This is an optimization exercise on Yosys and OpenROAD, whose aim is small area, a short achievable clock period and few clock cycles, not a production implementation.
In this exercise RTL edits were held to simulation tests only and were not proved equivalent to the original.

run A:
==> flow/design.v (excerpt) <==
module fft_top (
  input  logic        clk,
  input  logic        reset,
  input  logic        load,
  input  logic [63:0] load_data,  
  input  logic        start,
  output logic        done,
  input  logic [2:0]  rd_addr,
  output logic [31:0] rd_data     
);
Size: ~100 I/O pins, ~29,000 µm² of cells after synthesis.
clock: 6.5 ns
lec_check: 0
cap_margin: 20
core_margin: 2
core_utilization: 60
cts_buf_list: sky130_fd_sc_hd__clkbuf_8
cts_cluster_size: 30
setup_slack_margin: 2.4
slew_margin: 20
synth_hierarchical: 1
synth_minimum_keep_size: 0
standard.sh (not shown) runs the stock make flow with config.mk's settings and CLKGATE_MAP_FILE= SYNTH_SCRIPT=/design/flow/synth_recipe.tcl, a recipe that flattens the netlist after the stock synthesis.
==> flow/flow/run.sh <==
#!/bin/bash
# The standard layout, with plain buffers (not delay cells) on the ports.
set -euo pipefail
bash standard.sh BUFFER_PORTS_ARGS="-buffer_cell sky130_fd_sc_hd__buf_2" finish > standard.log 2>&1
Testbench counts of run A, summed over its fixed seeds: cycles 5,384.
Inputs modified between run A and run B:
# run A
export LEC_CHECK = 0
export CAP_MARGIN = 20
export CORE_MARGIN = 2
export CORE_UTILIZATION = 60
export CTS_BUF_LIST = sky130_fd_sc_hd__clkbuf_8
export CTS_CLUSTER_SIZE = 30
export SETUP_SLACK_MARGIN = 2.4
export SLEW_MARGIN = 20
export SYNTH_HIERARCHICAL = 1
export SYNTH_MINIMUM_KEEP_SIZE = 0
create_clock -name core_clock -period 6.5 [get_ports {clk}]
# run B
export LEC_CHECK = 0
export CAP_MARGIN = 20
export CORE_MARGIN = 2
export CORE_UTILIZATION = 50
export CTS_BUF_LIST = sky130_fd_sc_hd__clkbuf_4 sky130_fd_sc_hd__clkbuf_8
export SETUP_SLACK_MARGIN = 2.3
export SLEW_MARGIN = 20
export SYNTH_HIERARCHICAL = 1
export SYNTH_MINIMUM_KEEP_SIZE = 0
create_clock -name core_clock -period 6.5 [get_ports {clk}]
Notes after the runs:
The pin count of the biggest net entering global routing reported for run B is smaller than that of run A by about 20%.
Relative to run A, the number of fill cells in the layout of run B is higher by 30%.
Run B vs run A on critical path depth: run B is the higher one.
Relative to run A, the global-route wire length before repair measured on run B has increased by a few percent.
Worst setup slack deteriorates in run B relative to run A.
[compare] base=run A new=run B: area of all placed cells without fillers level; number of buffers added for setup after CTS now sits lower; number of cells traversed by the worst hold path moved up.
Run A has a higher final core area utilization than run B.
Input-level comparison between run C and run B:
# run B
export LEC_CHECK = 0
export CAP_MARGIN = 20
export CORE_MARGIN = 2
export CORE_UTILIZATION = 50
export CTS_BUF_LIST = sky130_fd_sc_hd__clkbuf_4 sky130_fd_sc_hd__clkbuf_8
export SETUP_SLACK_MARGIN = 2.3
export SLEW_MARGIN = 20
export SYNTH_HIERARCHICAL = 1
export SYNTH_MINIMUM_KEEP_SIZE = 0
create_clock -name core_clock -period 6.5 [get_ports {clk}]
# run C
export LEC_CHECK = 0
export CAP_MARGIN = 20
export CORE_MARGIN = 2
export CORE_UTILIZATION = 50
export CTS_BUF_LIST = sky130_fd_sc_hd__clkbuf_8
export CTS_CLUSTER_SIZE = 30
export SETUP_SLACK_MARGIN = 2.4
export SLEW_MARGIN = 20
export SYNTH_HIERARCHICAL = 1
export SYNTH_MINIMUM_KEEP_SIZE = 0
create_clock -name core_clock -period 6.5 [get_ports {clk}]
Run B has a lower peak per-stage delay on the critical path than run C. The fraction of final layout cells sized beyond drive strength 1 in run C sits 0.37 points below the value recorded for run B. Diff run C..run B | number of cells traversed by the worst hold path | unchanged.

---

build 22:
fft_top again, from the RTL that the note above started with.
## fft_top
module fft_top (
  input  logic        clk,
  input  logic        reset,
  input  logic        load,
  input  logic [63:0] load_data,  
  input  logic        start,
  output logic        done,
  input  logic [2:0]  rd_addr,
  output logic [31:0] rd_data     
);
Settings: LEC_CHECK=0, CAP_MARGIN=20, CORE_MARGIN=2, CORE_UTILIZATION=50, CTS_BUF_LIST=sky130_fd_sc_hd__clkbuf_8, CTS_CLUSTER_SIZE=30, SETUP_SLACK_MARGIN=2.3, SLEW_MARGIN=20, SYNTH_HIERARCHICAL=1, SYNTH_MINIMUM_KEEP_SIZE=0; clock period 6.5 ns.
Scripts as last shown in full above: flow/flow/run.sh
Testbench counts of build 22, summed over its fixed seeds: cycles 5,384.
#### Input delta (build 74 over build 22)
- a change of SETUP_SLACK_MARGIN from 2.3 to 2.4
- an added ABC_AREA of 1
Findings:
Build 74 vs build 22, fmax went up by 2.6%.
The final reports for build 74 and build 22 show worst setup margin higher in the former.
Share of final layout cell area taken by clock buffers and inverters: build 22 and build 74 compared, higher one is build 22
Build 74 completed every stage of the flow, and the final layout passed the timing, DRC and antenna checks.
Edits applied to the flow inputs when going from build 74 to build 21:
- ABC_AREA no longer set, was 1
- CTS_BUF_LIST no longer set, was sky130_fd_sc_hd__clkbuf_8
- CTS_CLUSTER_SIZE no longer set, was 30
- CORE_UTILIZATION now 40, was 50
- SETUP_SLACK_MARGIN now 2.3, was 2.4
==> comparison <==
Critical path data required time: build 21 vs build 74 down 0.15 ns
Summary of build 21 over build 74: half-perimeter wire length after placement decreased 25%, final worst clock skew fell by 0.0099 ns, number of setup buffers added after CTS moved up, shortest period the worst path allows rose by 0.14 ns, core utilization shows a reduction of 10 points.
Input changes introduced in build 3 (baseline for comparison: build 21):
- swapping 40 for 45 in CORE_UTILIZATION
- putting CTS_CLUSTER_SIZE at 30 where nothing was set
- putting CTS_BUF_LIST at sky130_fd_sc_hd__clkbuf_8 where nothing was set
- swapping 2.3 for 2.4 in SETUP_SLACK_MARGIN
Results
- Across build 21 and build 3, the outcome is the same: a clean finish for every run.
- Build 3 against build 21: wire length of the first global-routing pass held, core utilization now larger, routing usage on met1 grew by 2.9 points.
- Between build 21 and build 3, the number of rows in the core area is lower for build 3.
- Build 3 gives less overall via count from detail_route than build 21 did.
- Aggregate routed wire length: build 21 vs build 3 — no meaningful difference
The following lists how build 88 was set up differently from build 3:
- removing CTS_BUF_LIST (formerly sky130_fd_sc_hd__clkbuf_8)
- changing CORE_UTILIZATION from 45 to 40
- removing CTS_CLUSTER_SIZE (formerly 30)
- changing SETUP_SLACK_MARGIN from 2.4 to 2.5
## What came out
Build 88 vs build 3, non-clock buffer count went up by 55.
In the tables for build 88 and build 3, ratio of final minimum period to clock period reads lower with build 3.
Looking only at die area, and setting everything else aside, the higher value of build 88 and build 3 goes to build 88.
Non-filler instance count after layout, build 88 vs build 3: up by a few percent
Build 88 ends up with a weighted congestion reported at the end of routability-driven placement that is 3.2% higher than in build 3.

==> port drivers added, routing unchanged <==
How much do the figures lean on ideal ports? The routed layouts below were timed once more, with nothing changed but the port constraints. Step 1, drivers: a clkbuf_16 drives clk and a buf_2 each remaining input, both assumed. Step 2 moves the port delays by t, midway between the first and last clock arrival at a register: inputs arrive t later, outputs are due t later. That takes back most of the time a late clock gives input paths. Slacks: ideal ports / drivers / drivers and shift; pairs: ideal ports / drivers.
| run | shift t [ns] | setup WS [ns] | hold slack, ns | clock arrival spread, ns |
|---|---|---|---|---|
| run A | 0.714 | 2.527 / 2.394 / 1.680 | 0.520 / 0.520 / 0.520 | 0.051 / 0.051 |
| run B | 0.724 | 2.467 / 2.309 / 1.585 | 0.510 / 0.510 / 0.510 | 0.031 / 0.031 |
| run C | 0.718 | 2.477 / 2.313 / 1.595 | 0.537 / 0.537 / 0.537 | 0.021 / 0.021 |
| build 22 | 0.723 | 2.471 / 2.306 / 1.583 | 0.508 / 0.508 / 0.508 | 0.026 / 0.026 |
| build 74 | 0.744 | 2.572 / 2.427 / 1.683 | 0.481 / 0.481 / 0.481 | 0.034 / 0.034 |
| build 21 | 0.613 | 2.434 / 2.270 / 1.658 | 0.514 / 0.514 / 0.514 | 0.026 / 0.025 |
| build 3 | 0.716 | 2.516 / 2.307 / 1.591 | 0.509 / 0.509 / 0.509 | 0.041 / 0.041 |
| build 88 | 0.622 | 2.462 / 2.170 / 1.548 | 0.512 / 0.512 / 0.512 | 0.018 / 0.018 |
After both steps setup and hold are still met in every run listed. For build 3, which loses most, drivers alone change the setup slack by -0.209 ns; drivers and shift together by -0.925 ns.
